This design comes from an exercise in tuning for small area, a short achievable clock period and few clock cycles per item on the open sky130 flow, not from production work.
Function was checked by simulation only, so behaviour that the tests miss may differ from the original.
No activity file was given, so power comes from the tool's default toggle rates.

File: flow/design.v
package hbc_pkg;
  localparam int NUM_SLOTS   = 32;
  localparam int NUM_BUCKETS = 13;
  localparam int SLOT_W      = 5;
  localparam int BUCKET_W    = 4;
  localparam logic [1:0] OP_GET     = 2'd0;
  localparam logic [1:0] OP_RELEASE = 2'd1;
  localparam logic [1:0] OP_PIN     = 2'd2;
  localparam logic [1:0] OP_UNPIN   = 2'd3;
  localparam logic [1:0] ST_DONE  = 2'd0;
  localparam logic [1:0] ST_MISS  = 2'd1;
  localparam logic [1:0] ST_FULL  = 2'd2;
  localparam logic [1:0] ST_FAULT = 2'd3;
  function automatic logic [3:0] nib_res(input logic [3:0] n, input integer w);
    logic [3:0] r;
    r = 4'd0;
    for (int i = 0; i < 16; i++) if (n == 4'(i)) r = 4'((i * w) % 13);
    nib_res = r;
  endfunction
  function automatic logic [5:0] bucket_sum_a(input logic [7:0] dev, input logic [23:0] blk);
    bucket_sum_a = 6'(nib_res(dev[3:0], 1)) + 6'(nib_res(dev[7:4], 3))
                 + 6'(nib_res(blk[3:0], 1)) + 6'(nib_res(blk[7:4], 3));
  endfunction
  function automatic logic [5:0] bucket_sum_b(input logic [23:0] blk);
    bucket_sum_b = 6'(nib_res(blk[11:8], 9)) + 6'(nib_res(blk[15:12], 1))
                 + 6'(nib_res(blk[19:16], 3)) + 6'(nib_res(blk[23:20], 9));
  endfunction
  function automatic logic [3:0] mod13_7(input logic [6:0] v);
    logic [3:0] r;
    r = 4'd0;
    for (int i = 0; i < 128; i++) if (v == 7'(i)) r = 4'(i % 13);
    mod13_7 = r;
  endfunction
endpackage
module hbc_ctrl (
  input  logic        clk,
  input  logic        rst,
  input  logic        req_valid,
  output logic        req_stall,
  input  logic [1:0]  req_op,
  input  logic [7:0]  req_dev,
  input  logic [23:0] req_blk,
  input  logic [4:0]  req_slot,
  input  logic [31:0] req_now,
  output logic        rsp_valid,
  input  logic        rsp_stall,
  output logic [7:0]  rsp_word,
  output logic        exec,
  output logic        load,
  output logic [1:0]  r_op,
  output logic [31:0] r_tag,
  output logic [7:0]  r_hs,
  output logic [4:0]  r_slot,
  output logic [31:0] r_now,
  output logic        r_nnone,
  input  logic [7:0]  res
);
  logic       r_v;
  logic       q1_v;
  logic [7:0] q1_d;
  logic       q_full;
  assign q_full    = rsp_valid & q1_v;
  assign req_stall = r_v & q_full;
  assign exec      = r_v & ~q_full;
  assign load      = ~req_stall;
  always_ff @(posedge clk) begin
    if (rst) begin
      r_v <= 1'b0;
    end else if (!req_stall) begin
      r_v <= req_valid;
    end
  end
  always_ff @(posedge clk) begin
    if (!req_stall) begin
      r_op    <= req_op;
      r_tag   <= {req_dev, req_blk};
      r_hs    <= {hbc_pkg::mod13_7({1'b0, hbc_pkg::bucket_sum_a(req_dev, req_blk)}),
                  hbc_pkg::mod13_7({1'b0, hbc_pkg::bucket_sum_b(req_blk)})};
      r_slot  <= req_slot;
      r_now   <= req_now;
      r_nnone <= &req_now;
    end
  end
  logic pop;
  assign pop = rsp_valid & ~rsp_stall;
  always_ff @(posedge clk) begin
    if (rst) begin
      rsp_valid <= 1'b0;
      q1_v      <= 1'b0;
    end else begin
      if (pop) begin
        rsp_valid <= q1_v | exec;
        q1_v      <= q1_v & exec;
      end else begin
        rsp_valid <= rsp_valid | exec;
        q1_v      <= q1_v | (rsp_valid & exec);
      end
    end
  end
  always_ff @(posedge clk) begin
    if (pop) begin
      rsp_word <= q1_v ? q1_d : res;
    end else if (!rsp_valid) begin
      rsp_word <= res;
    end
    if (exec && ((pop && q1_v) || (!pop && rsp_valid))) begin
      q1_d <= res;
    end
  end
endmodule
module hbc_datapath (
  input  logic        clk,
  input  logic        rst,
  input  logic        exec,
  input  logic [1:0]  r_op,
  input  logic [31:0] r_tag,
  input  logic [7:0]  r_hs,
  input  logic [4:0]  r_slot,
  input  logic [31:0] r_now,
  input  logic        r_nnone,
  input  logic        load,
  input  logic [31:0] req_tag,
  output logic [7:0]  res
);
  localparam int NS = hbc_pkg::NUM_SLOTS;
  localparam int NB = hbc_pkg::NUM_BUCKETS;
  logic [31:0]   tag   [NS];
  logic [3:0]    bkt   [NS];
  logic [7:0]    refc  [NS];
  logic [31:0]   stamp [NS];
  logic [4:0]    rank  [NS];
  logic [NS-1:0] none;
  logic [NS-1:0] fill;
  logic [NS-1:0] bm    [NS];
  logic [NS-1:0] bmn   [NS];
  logic          pw;
  logic [4:0]    prow;
  logic [NS-1:0] prb, prsel;
  logic          pend_v;
  logic [4:0]    pend;
  logic          dirty_v;
  logic [4:0]    dirty;
  logic is_get, is_rel, is_pin, is_unp;
  logic [NS-1:0] alloc1h;
  assign is_get = (r_op == hbc_pkg::OP_GET);
  assign is_rel = (r_op == hbc_pkg::OP_RELEASE);
  assign is_pin = (r_op == hbc_pkg::OP_PIN);
  assign is_unp = (r_op == hbc_pkg::OP_UNPIN);
  logic [3:0] r_h;
  logic [4:0] hsum;
  assign hsum = {1'b0, r_hs[7:4]} + {1'b0, r_hs[3:0]};
  assign r_h  = (hsum >= 5'd13) ? 4'(hsum - 5'd13) : hsum[3:0];
  logic [NS-1:0] sdec, zero, sat, one;
  always_comb begin
    for (int i = 0; i < NS; i++) begin
      sdec[i] = (r_slot == 5'(i));
      zero[i] = (refc[i] == 8'd0);
      sat[i]  = (&refc[i]);
      one[i]  = (refc[i] == 8'd1);
    end
  end
  logic s_zero, s_sat, s_one;
  assign s_zero = |(sdec & zero);
  assign s_sat  = |(sdec & sat);
  assign s_one  = |(sdec & one);
  logic [NS-1:0] match, hit1h, m_pre;
  logic          eqx;
  logic          hit_any;
  logic [4:0]    hit_idx;
  always_comb begin
    for (int i = 0; i < NS; i++) m_pre[i] = (tag[i] == req_tag);
    eqx = (r_tag == req_tag);
  end
  always_ff @(posedge clk) begin
    if (load) begin
      for (int i = 0; i < NS; i++) match[i] <= alloc1h[i] ? eqx : m_pre[i];
    end
  end
  always_comb begin
    hit_any = |match;
    hit_idx = '0;
    for (int i = 0; i < NS; i++) if (match[i]) hit_idx = 5'(i);
    for (int i = 0; i < NS; i++) hit1h[i] = match[i] && !(|(match >> (i + 1)));
  end
  logic hit_sat, hit_fill;
  assign hit_sat  = |(hit1h & sat);
  assign hit_fill = |(hit1h & fill);
  logic [NS-1:0] elig, cand, win;
  logic [NB-1:0] has, hasx, lsel, h1h;
  logic [NB-1:0] b1h [NS];
  logic          vic_any;
  logic [4:0]    vic_idx;
  always_comb begin
    for (int i = 0; i < NS; i++) begin
      for (int b = 0; b < NB; b++) b1h[i][b] = (bkt[i] == 4'(b));
      elig[i] = zero[i] && !none[i];
    end
    has = '0;
    for (int i = 0; i < NS; i++) if (elig[i]) has = has | b1h[i];
    for (int b = 0; b < NB; b++) h1h[b] = (r_h == 4'(b));
    hasx = has & ~h1h;
    for (int b = 0; b < NB; b++) lsel[b] = hasx[b] && !(|(hasx & ((NB'(1) << b) - NB'(1))));
    vic_any = |hasx;
    for (int i = 0; i < NS; i++) cand[i] = elig[i] && |(b1h[i] & lsel);
    for (int i = 0; i < NS; i++) begin
      win[i] = cand[i];
      for (int j = 0; j < NS; j++)
        if (j != i) win[i] = win[i] && (!cand[j] || ((i < j) ? bmn[i][j] : !bmn[j][i]));
    end
    vic_idx = '0;
    for (int i = 0; i < NS; i++) if (win[i]) vic_idx = vic_idx | 5'(i);
  end
  logic          do_hit, hit_ok, do_alloc, rel_row, fix, row_we;
  logic [NS-1:0] inc1h, dec1h;
  assign hit_ok   = !hit_sat;
  assign do_hit   = exec && is_get && hit_any;
  assign do_alloc = exec && is_get && !hit_any && vic_any;
  assign alloc1h  = do_alloc ? win : '0;
  assign inc1h    = ((exec && is_get && !hit_sat) ? hit1h : '0)
                  | ((exec && is_pin) ? (sdec & ~sat) : '0);
  assign dec1h    = (exec && (is_rel || is_unp)) ? (sdec & ~zero) : '0;
  assign rel_row  = exec && is_rel && s_one;
  assign fix      = dirty_v && !is_rel;
  assign row_we   = rel_row || fix;
  always_comb begin
    res = '0;
    if (is_get) begin
      if (hit_any) begin
        res[7:3] = hit_idx;
        res[2:1] = hit_ok ? hbc_pkg::ST_DONE : hbc_pkg::ST_FAULT;
        res[0]   = hit_ok && !hit_fill;
      end else if (vic_any) begin
        res[7:3] = vic_idx;
        res[2:1] = hbc_pkg::ST_MISS;
        res[0]   = 1'b1;
      end else begin
        res[2:1] = hbc_pkg::ST_FULL;
      end
    end else begin
      res[7:3] = r_slot;
      if (is_pin) res[2:1] = s_sat ? hbc_pkg::ST_FAULT : hbc_pkg::ST_DONE;
      else        res[2:1] = s_zero ? hbc_pkg::ST_FAULT : hbc_pkg::ST_DONE;
    end
  end
  logic [4:0]    row;
  logic [31:0]   rx, nrx;
  logic [5:0]    eff   [NS];
  logic [5:0]    reff;
  logic [NS-1:0] rbef, younger;
  always_comb begin
    row = is_rel ? r_slot : dirty;
    rx  = is_rel ? r_now : stamp[dirty];
    nrx = ~rx;
    for (int j = 0; j < NS; j++) eff[j] = (pend_v && pend == 5'(j)) ? 6'd32 : {1'b0, rank[j]};
    reff = eff[row];
    for (int j = 0; j < NS; j++) younger[j] = (reff > eff[j]);
  end
  for (genvar j = 0; j < NS; j++) begin : g_cmp
    hbc_before u_cmp (
      .nx     (nrx),
      .y      (stamp[j]),
      .cin    (younger[j]),
      .bef    (rbef[j])
    );
  end
  always_comb begin
    for (int j = 0; j < NS; j++) prsel[j] = pw && (prow == 5'(j));
    for (int i = 0; i < NS; i++) begin
      bmn[i] = bm[i];
      for (int j = i + 1; j < NS; j++) begin
        if (prsel[i])      bmn[i][j] = prb[j];
        else if (prsel[j]) bmn[i][j] = !prb[i];
      end
    end
  end
  logic [4:0]  prank;
  logic [31:0] w_tag, w_stamp;
  logic [3:0]  w_bkt;
  logic        w_none, w_set;
  assign prank   = rank[pend];
  assign w_tag   = rst ? '0 : r_tag;
  assign w_bkt   = rst ? '0 : r_h;
  assign w_stamp = rst ? '0 : r_now;
  assign w_none  = !rst && r_nnone;
  assign w_set   = !rst;
  logic [7:0] t_ref, w_ref;
  always_comb begin
    t_ref = '0;
    for (int i = 0; i < NS; i++) if (inc1h[i] || dec1h[i]) t_ref = t_ref | refc[i];
    if (rst)                   w_ref = 8'd0;
    else if (do_alloc)         w_ref = 8'd1;
    else if (is_get || is_pin) w_ref = t_ref + 8'd1;
    else                       w_ref = t_ref - 8'd1;
  end
  always_ff @(posedge clk) begin
    for (int i = 0; i < NS; i++) begin
      if (rst || alloc1h[i]) begin
        tag[i] <= w_tag;
        bkt[i] <= w_bkt;
      end
      if (rst || alloc1h[i] || inc1h[i] || dec1h[i]) begin
        refc[i] <= w_ref;
      end
      if (rst || alloc1h[i] || (is_get && inc1h[i])) fill[i] <= w_set;
      if (rst || (rel_row && sdec[i])) begin
        stamp[i] <= w_stamp;
        none[i]  <= w_none;
      end
      if (rst) begin
        rank[i] <= 5'(i);
      end else if (pend_v) begin
        if (pend == 5'(i))        rank[i] <= 5'd31;
        else if (rank[i] > prank) rank[i] <= rank[i] - 5'd1;
      end
    end
    for (int i = 0; i < NS; i++) begin
      for (int j = i + 1; j < NS; j++) begin
        if (rst || prsel[i] || prsel[j]) bm[i][j] <= !rst && bmn[i][j];
      end
    end
  end
  always_ff @(posedge clk) begin
    if (rst) begin
      pw      <= 1'b0;
      pend_v  <= 1'b0;
      dirty_v <= 1'b0;
    end else begin
      pw     <= row_we;
      pend_v <= do_alloc;
      if (do_alloc) dirty_v <= 1'b1;
      else if (fix || (rel_row && r_slot == dirty)) dirty_v <= 1'b0;
    end
    pend <= vic_idx;
    prow <= row;
    prb  <= rbef;
    if (do_alloc) dirty <= vic_idx;
  end
endmodule
module hbc_before (
  input  logic [31:0] nx,
  input  logic [31:0] y,
  input  logic        cin,
  output logic        bef
);
  logic [31:0] g, p;
  always_comb begin
    g = nx & y;
    p = nx | y;
    for (int w = 16; w >= 1; w = w / 2) begin
      for (int k = 0; k < w; k++) begin
        g[k] = g[2*k+1] | (p[2*k+1] & g[2*k]);
        p[k] = p[2*k+1] & p[2*k];
      end
    end
    bef = g[0] | (p[0] & cin);
  end
endmodule
module hashed_block_cache_lru (
  input  logic        clk,
  input  logic        rst,
  input  logic        req_valid,
  output logic        req_stall,
  input  logic [1:0]  req_op,
  input  logic [7:0]  req_dev,
  input  logic [23:0] req_blk,
  input  logic [4:0]  req_slot,
  input  logic [31:0] req_now,
  output logic        rsp_valid,
  input  logic        rsp_stall,
  output logic [4:0]  rsp_slot,
  output logic [1:0]  rsp_status,
  output logic        rsp_needs_fill
);
  logic        exec;
  logic        load;
  logic [1:0]  r_op;
  logic [31:0] r_tag;
  logic [7:0]  r_hs;
  logic [4:0]  r_slot;
  logic [31:0] r_now;
  logic        r_nnone;
  logic [7:0]  res;
  logic [7:0]  rsp_word;
  hbc_ctrl u_ctrl (
    .clk       (clk),
    .rst       (rst),
    .req_valid (req_valid),
    .req_stall (req_stall),
    .req_op    (req_op),
    .req_dev   (req_dev),
    .req_blk   (req_blk),
    .req_slot  (req_slot),
    .req_now   (req_now),
    .rsp_valid (rsp_valid),
    .rsp_stall (rsp_stall),
    .rsp_word  (rsp_word),
    .exec      (exec),
    .load      (load),
    .r_op      (r_op),
    .r_tag     (r_tag),
    .r_hs      (r_hs),
    .r_slot    (r_slot),
    .r_now     (r_now),
    .r_nnone   (r_nnone),
    .res       (res)
  );
  hbc_datapath u_dp (
    .clk     (clk),
    .rst     (rst),
    .exec    (exec),
    .r_op    (r_op),
    .r_tag   (r_tag),
    .r_hs    (r_hs),
    .r_slot  (r_slot),
    .r_now   (r_now),
    .r_nnone (r_nnone),
    .load    (load),
    .req_tag ({req_dev, req_blk}),
    .res     (res)
  );
  assign rsp_slot       = rsp_word[7:3];
  assign rsp_status     = rsp_word[2:1];
  assign rsp_needs_fill = rsp_word[0];
endmodule
File: flow/run.sh
#!/bin/bash
# synth_recipe.tcl (not shown) runs the flow's synth.tcl, then flattens the netlist and writes it again
# the make line also repeats each setting of config.mk as NAME=value (left out here)
make -C /OpenROAD-flow-scripts/flow DESIGN_CONFIG=/design/flow/config.mk WORK_HOME=/design/flow/orfs CLKGATE_MAP_FILE= SYNTH_SCRIPT=/design/flow/synth_recipe.tcl finish
File: flow/config.mk
export PLATFORM = sky130hd
export DESIGN_NAME = hashed_block_cache_lru
export DESIGN_NICKNAME = hashed_block_cache_lru
export VERILOG_FILES = /design/flow/design.v
export SDC_FILE = /design/flow/constraint.sdc
export NUM_CORES = 4
export LEC_CHECK = 0
export CAP_MARGIN = 20
export CELL_PAD_IN_SITES_DETAIL_PLACEMENT = 1
export CORE_MARGIN = 2
export CORE_UTILIZATION = 30
export CTS_BUF_LIST = sky130_fd_sc_hd__clkbuf_8
export GPL_ROUTABILITY_DRIVEN = 1
export PLACE_DENSITY = 0.38
export SETUP_SLACK_MARGIN = 4
export SLEW_MARGIN = 20
export SYNTH_HIERARCHICAL = 1
export SYNTH_MINIMUM_KEEP_SIZE = 0
export TNS_END_PERCENT = 0
File: flow/constraint.sdc
create_clock -name core_clock -period 11.0 [get_ports {clk}]
set_input_delay 2.2000 -clock core_clock [delete_from_list [all_inputs] [get_ports {clk}]]
set_output_delay 2.2000 -clock core_clock [all_outputs]
set_load 0.01 [all_outputs]
==> results of run 1 <==
==> state kept, by name, summed over array words and instances, names as in the netlist, 2 cells and up <==
name and cells:
u_dp.prow 5, u_ctrl.r_hs 8, u_dp.rank 160, u_dp.tag 1024
u_ctrl.r_op 2, u_dp.none 32, u_ctrl.r_slot 5, u_dp.match 32
u_dp.stamp 1024, u_dp.bm 496, u_dp.pend 5, u_dp.fill 32
u_ctrl.r_now 32, u_dp.dirty 5, u_ctrl.rsp_word 8, u_dp.bkt 128
u_ctrl.q1_d 8, u_dp.prb 32, u_dp.refc 256, u_ctrl.r_tag 32
==> logic make-up after synthesis <==
logic type / after synthesis / synth area share
buffers and inverters: 1480 / 0.02958
multiplexers: 143 / 0.007594
flip-flops: 3333 / 0.5032
XOR/XNOR: 1156 / 0.05209
adder cells (fa/ha/maj): 424 / 0.02793
AO/OA/AOI/OAI: 5423 / 0.1970
AND/OR/NAND/NOR: 7200 / 0.1826
==> cell usage in the layout (no fill, tap or decap), types with 92 or more instances in the layout <==
master / n
edfxtp_1: 3125
buf_4: 1911
nor2_1: 1901
nand2_1: 1721
xnor2_1: 1125
nand4_1: 919
a21oi_1: 879
clkbuf_8: 651
o21ai_0: 568
a22oi_1: 560
o22ai_1: 510
nor3_1: 454
o211ai_1: 433
inv_1: 421
ha_1: 404
nand3_1: 331
a31oi_1: 287
a221oi_1: 231
a22o_1: 224
buf_12: 200
nand2b_1: 187
and2_1: 183
nor2b_1: 177
o21ai_1: 176
dfxtp_1: 175
nor4_1: 164
diode_2: 141
clkinv_1: 134
o2111ai_1: 120
o21a_1: 115
a211oi_1: 104
a222oi_1: 99
nor4b_1: 96
mux2i_1: 92
==> metal layers <==
| metal | track usage | share of wire |
|---|---|---|
| met1 | 0.5639 | 0.38 |
| met2 | 0.6700 | 0.42 |
| met3 | 0.1359 | 0.10 |
| met4 | 0.3579 | 0.097 |
| met5 | 0 | 0.00031 |
==> modules after synthesis, one instance, submodules excluded, excerpt <==
module / cell area (µm²) / times used / flops+latches
hbc_datapath: 174200 / 1 / 3234
hbc_ctrl: 5558 / 1 / 99
hbc_before: 469.2 / 32 / 0
==> cell type report <==
| cell class | instances | area, µm² |
|---|---|---|
| clock inverters | 457 | 2766 |
| inverters | 264 | 1010 |
| flip-flops and latches | 3333 | 98050 |
| clock buffers | 651 | 8960 |
| diodes | 141 | 352.8 |
| fillers | 71080 | 406200 |
| multi-input cells | 14350 | 97770 |
| well taps | 8613 | 10780 |
| repair buffers | 2252 | 20100 |
==> stage by stage <==
step | instances | instance area [µm²] | power (mW) | util | hold WS, ns
after global placement | 28460 | 220600 | 34.22 | 0.3416 | 0.4524
final | 30060 | 239800 | 49.41 | 0.3712 | 0.4748
after floorplan | 19160 | 194800 | 23.41 | - | 0.4434
after detailed placement | 28470 | 220900 | 34.22 | 0.3419 | 0.4618
after global routing | 29940 | 239500 | 49.74 | 0.3708 | 0.5016
after CTS | 29860 | 238200 | 48.03 | 0.3688 | 0.4691
==> power by group through the flow <==
stage / logic [mW] / clock network (mW) / registers (mW)
after detailed placement: 17.2 / 0 / 17.0
after global routing: 20.2 / 12.8 / 16.7
after floorplan: 7.33 / 0 / 16.1
after CTS: 19.1 / 12.3 / 16.6
final: 20.5 / 12.2 / 16.7
after global placement: 17.2 / 0 / 17.0
==> worst max-delay path, delay by kind of cell, from the launching register on <==
family | cells | cell delay [ns]
DFF | 1 | 0.69
AOI/OAI and AO/OA | 5 | 1.65
buffers and inverters | 10 | 1.76
and+or+nand+nor | 11 | 4.02
==> worst paths after layout <==
path | cells after the start | slack [ns] | start | end
setup / recovery | 26 | 2.49 | u_dp.bkt[30][2] | u_dp.tag[4][2]
setup reg to reg | 26 | 2.49 | u_dp.bkt[30][2] | u_dp.tag[4][2]
hold reg to reg | 2 | 0.47 | u_dp.dirty_v | u_dp.dirty_v
hold / removal | 2 | 0.47 | u_dp.dirty_v | u_dp.dirty_v
==> repair_timing <==
action / CTS / global route
gates cloned: 10 / 0
setup endpoints to repair: 1774 / 1748
resized for setup: 572 / 116
pin swaps: 130 / 45
hold endpoints to repair: 0 / 0
buffers inserted: 275 / 48
==> results.toml, run 1 <==
[status]
outcome = "finished clean"

[global_route]
globalRouteOverflowTotal = 0
grt_pass1_wl_um = 1987000
grt_pass1_vias = 187200
grt_use_total = 0.4580
grt_max_degree = 136
antenna_found_initial = 218

[power]
swShare = 0.4599
intPower_mw = 26.69
power_switching_mw = 22.72
power_frac_seq = 0.338
ir_drop_mv = 0.2755
p_per_area_nw_per_um2 = 206.1
combPwrFrac = 0.416
power_frac_clock = 0.247
leakagePower_nw = 85.37

[place]
port_buffers = 84
place_congestion = 1.144
dp_hpwl_um = 1171000
place_ws_ns = 0.7833

[flow_run]
maxCapViolCount = 0

[die]
fp.coreArea_um2 = 645900
chipHeight_um = 809.7
rows = 295
die_w_um = 809.7
initial_core_util = 0.3015
io_pins = 85
die_area_um2 = 655700

[timing]
finalWorstSetupSlack_ns = 2.494
finalSetupViolCount = 0
final_max_slew_viol_count = 0
rsz0062_at_grt = "true"
skew_ns = 0.1392
period_share = 0.7733
worst_pin_slew_ns = 1.376
fmax_mhz = 117.6
hold_viol_final = 0
max-slew-margin-rel = 0.06467
fin_setup_tns_ns = 0
min_period_ns = 8.506

[yosys]
synth_common_cells = "edfxtp_1, nor2_1, nand2_1, xnor2_1, a21oi_1"
synthCells = 19160
synth.avg_cell_area_um2 = 10.17
synth_fp_nets = 19660
syn_area_um2 = 194800
synth_area_leaders = "edfxtp_1, xnor2_1, nor2_1, nand2_1, nand4_1"
yosysMostFrequentCell = "edfxtp_1"
synth_edf_count = 3125
ys_async_sr_fraction = 0
synth_top_area_frac = 0.4818
yosysTopAreaCell = "edfxtp_1"
yosys_warnings = 27
synth-seq-area-share = 0.5032
ys_ff_latch = 3333
synthDistinctLibCells = 127
synth_ff_type = "edfxtp_1"

[drt]
first_iter_violations = 31370
wl_per_cell_um = 51.85
antenna_left = 0
drtPass1Iterations = 9
drt_wl_total_um = 1558000
via_per_inst = 6.711
via_count = 201700
drc = 0

[clock_tree]
clk_path_buf_depth = 4
clk_pin_slew_ns = 0.06
cts.root.buffer_cell = "clkbuf_8"
cts_sinks = 3333
cts_hold_buf = 0
htree_levels = 6
clock_latency_ns = 1.43
cts_tree = "done"
cts_buffers = 628

[cells_and_area]
area_delta_synth_final_pct = 23.12
nets = 21330
drive_above_1_share = 0.2054

[critical_path]
worstPathMaxFanout = 11
critPathSlowestCell = "nand3b_1"
end_kind = "flip-flop"
critPathMaxStageDelay_ns = 0.90
cp_data_required_time_ns = 12.05
crit_type = "flip-flop to flip-flop"
crit_top_cell = "buf_4"
worstPathArrival_ns = 9.56
worstSetupStartpointType = "flip-flop"

[worst_hold_path]
hp-class = "flip-flop to flip-flop"
Testbench counts, summed over its fixed seeds: cycles 4,816, ops 4,800.
==> inputs of run 2 (changes only) <==
--- a/flow/config.mk
+++ b/flow/config.mk
@@ -6,12 +6,13 @@
 export NUM_CORES = 4
 export LEC_CHECK = 0
 export CAP_MARGIN = 20
-export CELL_PAD_IN_SITES_DETAIL_PLACEMENT = 1
+export CELL_PAD_IN_SITES_DETAIL_PLACEMENT = 2
+export CELL_PAD_IN_SITES_GLOBAL_PLACEMENT = 2
 export CORE_MARGIN = 2
-export CORE_UTILIZATION = 30
+export CORE_UTILIZATION = 22
 export CTS_BUF_LIST = sky130_fd_sc_hd__clkbuf_8
 export GPL_ROUTABILITY_DRIVEN = 1
-export PLACE_DENSITY = 0.38
+export PLACE_DENSITY = 0.3
 export SETUP_SLACK_MARGIN = 4
 export SLEW_MARGIN = 20
 export SYNTH_HIERARCHICAL = 1
==> results.toml, run 2 <==
[status]
outcome = "finished clean"

[critical_path]
rr_worst_depth = 25
critPathSlowestCell = "a221oi_1"
worst-path-buf-inv = 8
cp_data_required_time_ns = 12.10
critPathMaxStageDelay_ns = 0.72
timing.rr.start = "u_dp.bkt[15][0]"
worstPathArrival_ns = 8.67
worstSetupStartpointType = "flip-flop"
end_kind = "flip-flop"
ff2ff_setup_slack_ns = 3.44
critical-path-top-delay-family = "simple AND/OR/NAND/NOR gates"
crit_type = "flip-flop to flip-flop"
worstPathMaxFanout = 14
crit_top_cell = "buf_4"
r2r_end = "u_dp.fill[20]"

[yosys]
yosys_warnings = 27
synth_top_area_frac = 0.4818
synth-seq-area-share = 0.5032
synthDistinctLibCells = 127
synth_area_leaders = "edfxtp_1, xnor2_1, nor2_1, nand2_1, nand4_1"
ys_ff_latch = 3333
synthCells = 19160
ys_async_sr_fraction = 0
yosysTopAreaCell = "edfxtp_1"
yosysMostFrequentCell = "edfxtp_1"
synth_fp_nets = 19660
synth_ff_type = "edfxtp_1"
synth_edf_count = 3125
synth_common_cells = "edfxtp_1, nor2_1, nand2_1, xnor2_1, a21oi_1"
synth.avg_cell_area_um2 = 10.17
syn_area_um2 = 194800

[cells_and_area]
nets = 21540
fin_area_um2 = 248500
reg_top3 = "u_dp.stamp (1024), u_dp.tag (1024), u_dp.bm (496)"
fill_cells = 96620
layout_common_cells = "edfxtp_1, buf_4, nor2_1"
area_delta_synth_final_pct = 27.57
final_common_cell = "edfxtp_1"
drive_above_1_share = 0.2231

[global_route]
globalRouteOverflowTotal = 0
grt_pass1_wl_um = 2113000
grt_max_degree = 131
antenna_found_initial = 240
grt_use_total = 0.3579
grt_pass1_vias = 191900

[flow_run]
maxCapViolCount = 0

[timing]
rsz0062_at_grt = "true"
fmax_mhz = 132.2
finalWorstSetupSlack_ns = 3.437
worst_pin_slew_ns = 1.323
min_period_ns = 7.563
finalSetupViolCount = 0
max-slew-margin-rel = 0.1086
period_share = 0.6875
final_max_slew_viol_count = 0
hold_viol_final = 0
fin_setup_tns_ns = 0
skew_ns = 0.1784

[worst_hold_path]
worstHoldStart = "u_dp.dirty_v"
min_path_cells = 2
whs_endpoint = "u_dp.dirty_v"
hp-class = "flip-flop to flip-flop"

[clock_tree]
cts.root.buffer_cell = "clkbuf_8"
cts_buffers = 695
cts_tree = "done"
htree_levels = 6
cts_hold_buf = 0
clk_pin_slew_ns = 0.07
clk_path_buf_depth = 4
cts_sinks = 3333
clock_latency_ns = 1.44

[drt]
drc = 0
drtPass1Iterations = 8
via_per_inst = 5.907
wl_per_cell_um = 49.74
drt_wl_total_um = 1666000
via_count = 197800
first_iter_violations = 24650
antenna_left = 0

[place]
port_buffers = 84
place_congestion = 1.064
place_ws_ns = 0.7265
dp_hpwl_um = 1258000
place_area_um2 = 222700

[die]
die_w_um = 944.9
initial_core_util = 0.2207
chipHeight_um = 944.9
fp.coreArea_um2 = 882300
io_pins = 85
die_area_um2 = 892800
rows = 345

[power]
p_per_area_nw_per_um2 = 203.6
leakagePower_nw = 87.75
ir_drop_mv = 0.3230
[run 2: metal layers]
layer | part of all wire | global-route usage | wire length (µm) | up-vias
met3 | 0.069 | 0.06012 | 114100 | 2574
met1 | 0.44 | 0.4950 | 737500 | 107000
met2 | 0.43 | 0.5437 | 715300 | 9538
met5 | 0.00015 | 0 | 257 | -
li1 | - | - | - | 78670
met4 | 0.059 | 0.1691 | 98460 | 40
[run 2: metrics by stage]
step	hold WS [ns]	utilization	cells	total power, mW
final	0.4699	0.2816	33490	50.60
after global routing	0.4819	0.2814	33400	51.71
after CTS	0.4727	0.2777	33200	49.73
after detailed placement	0.4646	0.2524	31490	34.14
after global placement	0.4575	0.2519	31470	34.02
after floorplan	0.4434	-	19160	23.41
[run 2: worst min-delay path, stage by stage, from the launching register on]
cell	delay, ns
dfxtp_1	0.31
nand3_1	0.06
a21oi_1	0.06
[run 2: worst max-delay path by stage]
stage | end | cells after the start | start | slack, ns
5_1_grt | u_ctrl.rsp_word[4] | 32 | u_ctrl.r_hs[4] | 3.71
6_report | u_dp.fill[20] | 25 | u_dp.bkt[15][0] | 3.44
3_3_place_gp | u_dp.refc[15][5] | 22 | u_dp.refc[17][4] | -0.25
2_1_floorplan | u_dp.refc[8][0] | 22 | u_ctrl.r_hs[0] | 3.67
4_1_cts | u_dp.tag[5][17] | 24 | u_ctrl.r_hs[4] | 3.77
3_5_place_dp | u_dp.refc[15][7] | 24 | u_ctrl.r_hs[0] | 0.73
[run 2: cells by family (layout without fill, tap and decap cells)]
group / count (synthesis) / after routing / synth area share
AND/OR/NAND/NOR: 7200 / 7202 / 0.1826
other: 0 / 99 / 0
flip-flops: 3333 / 3333 / 0.5032
adder cells (fa/ha/maj): 424 / 424 / 0.02793
AO/OA/AOI/OAI: 5423 / 5425 / 0.1970
buffers and inverters: 1480 / 3905 / 0.02958
XOR/XNOR: 1156 / 1156 / 0.05209
multiplexers: 143 / 143 / 0.007594
[run 2: power breakdown]
group          leakage (nW)  switching [mW]  internal [mW]  total (mW)
Clock                  7.63            6.93           6.33        13.3
Sequential             33.6            1.50           15.3        16.8
Combinational          46.5            14.7           5.82        20.5
Total                  87.7            23.1           27.5        50.6
[run 2: layout make-up]
class,count,area [µm²],area share
inverters,264,1061,0.004270
diodes,99,247.7,0.0009971
multi-input cells,14350,99890,0.4020
clock inverters,515,3153,0.01269
flip-flops and latches,3333,98060,0.3947
clock buffers,725,9978,0.04016
well taps,11800,14760,0.05941
repair buffers,2401,21320,0.08580
[run 2: repair_timing]
item / in CTS / in global routing
resized for setup: 930 / 311
endpoints found under the setup margin: 1786 / 1698
pin swaps: 198 / 151
cloned: 11 / 11
buffers inserted: 461 / 174
[run 2: modules after synthesis (local to each module, per instance), excerpt]
module        cells inside  flops+latches  times used
hbc_before              78              0          32
hbc_datapath         16190           3234           1
hbc_ctrl               471             99           1

[static timing again, ports no longer ideal]
How much do the figures lean on ideal ports? The routed layouts below were timed once more, with nothing changed but the port constraints.
Step 1 sets driving cells, clkbuf_16 on the clock port and buf_2 on the other inputs (assumed; they add their load-dependent delay and slew).
Step 2 times the ports against the registers' clock, not the clock port: input delays grow and output delays shrink by t, the midpoint of the rising clock arrivals with the driver on.
Slacks: ideal / step 1 / step 2; pairs: ideal / step 1.
run | t, ns | setup slack, ns | worst setup path after step 2 | slew at the worst register clock pin (ns) | worst data-port slew with drivers (ns)
run 1 | 1.519 | 2.494 / 2.494 / 2.494 | register to register | 0.07 / 0.07 | 0.18
run 2 | 1.507 | 3.437 / 3.437 / 3.101 | input to register | 0.08 / 0.08 | 0.25
After both steps setup and hold are still met in every run listed. The setup slack of run 2, which loses most, moves by 0.000 ns with the drivers and by -0.336 ns with both steps.
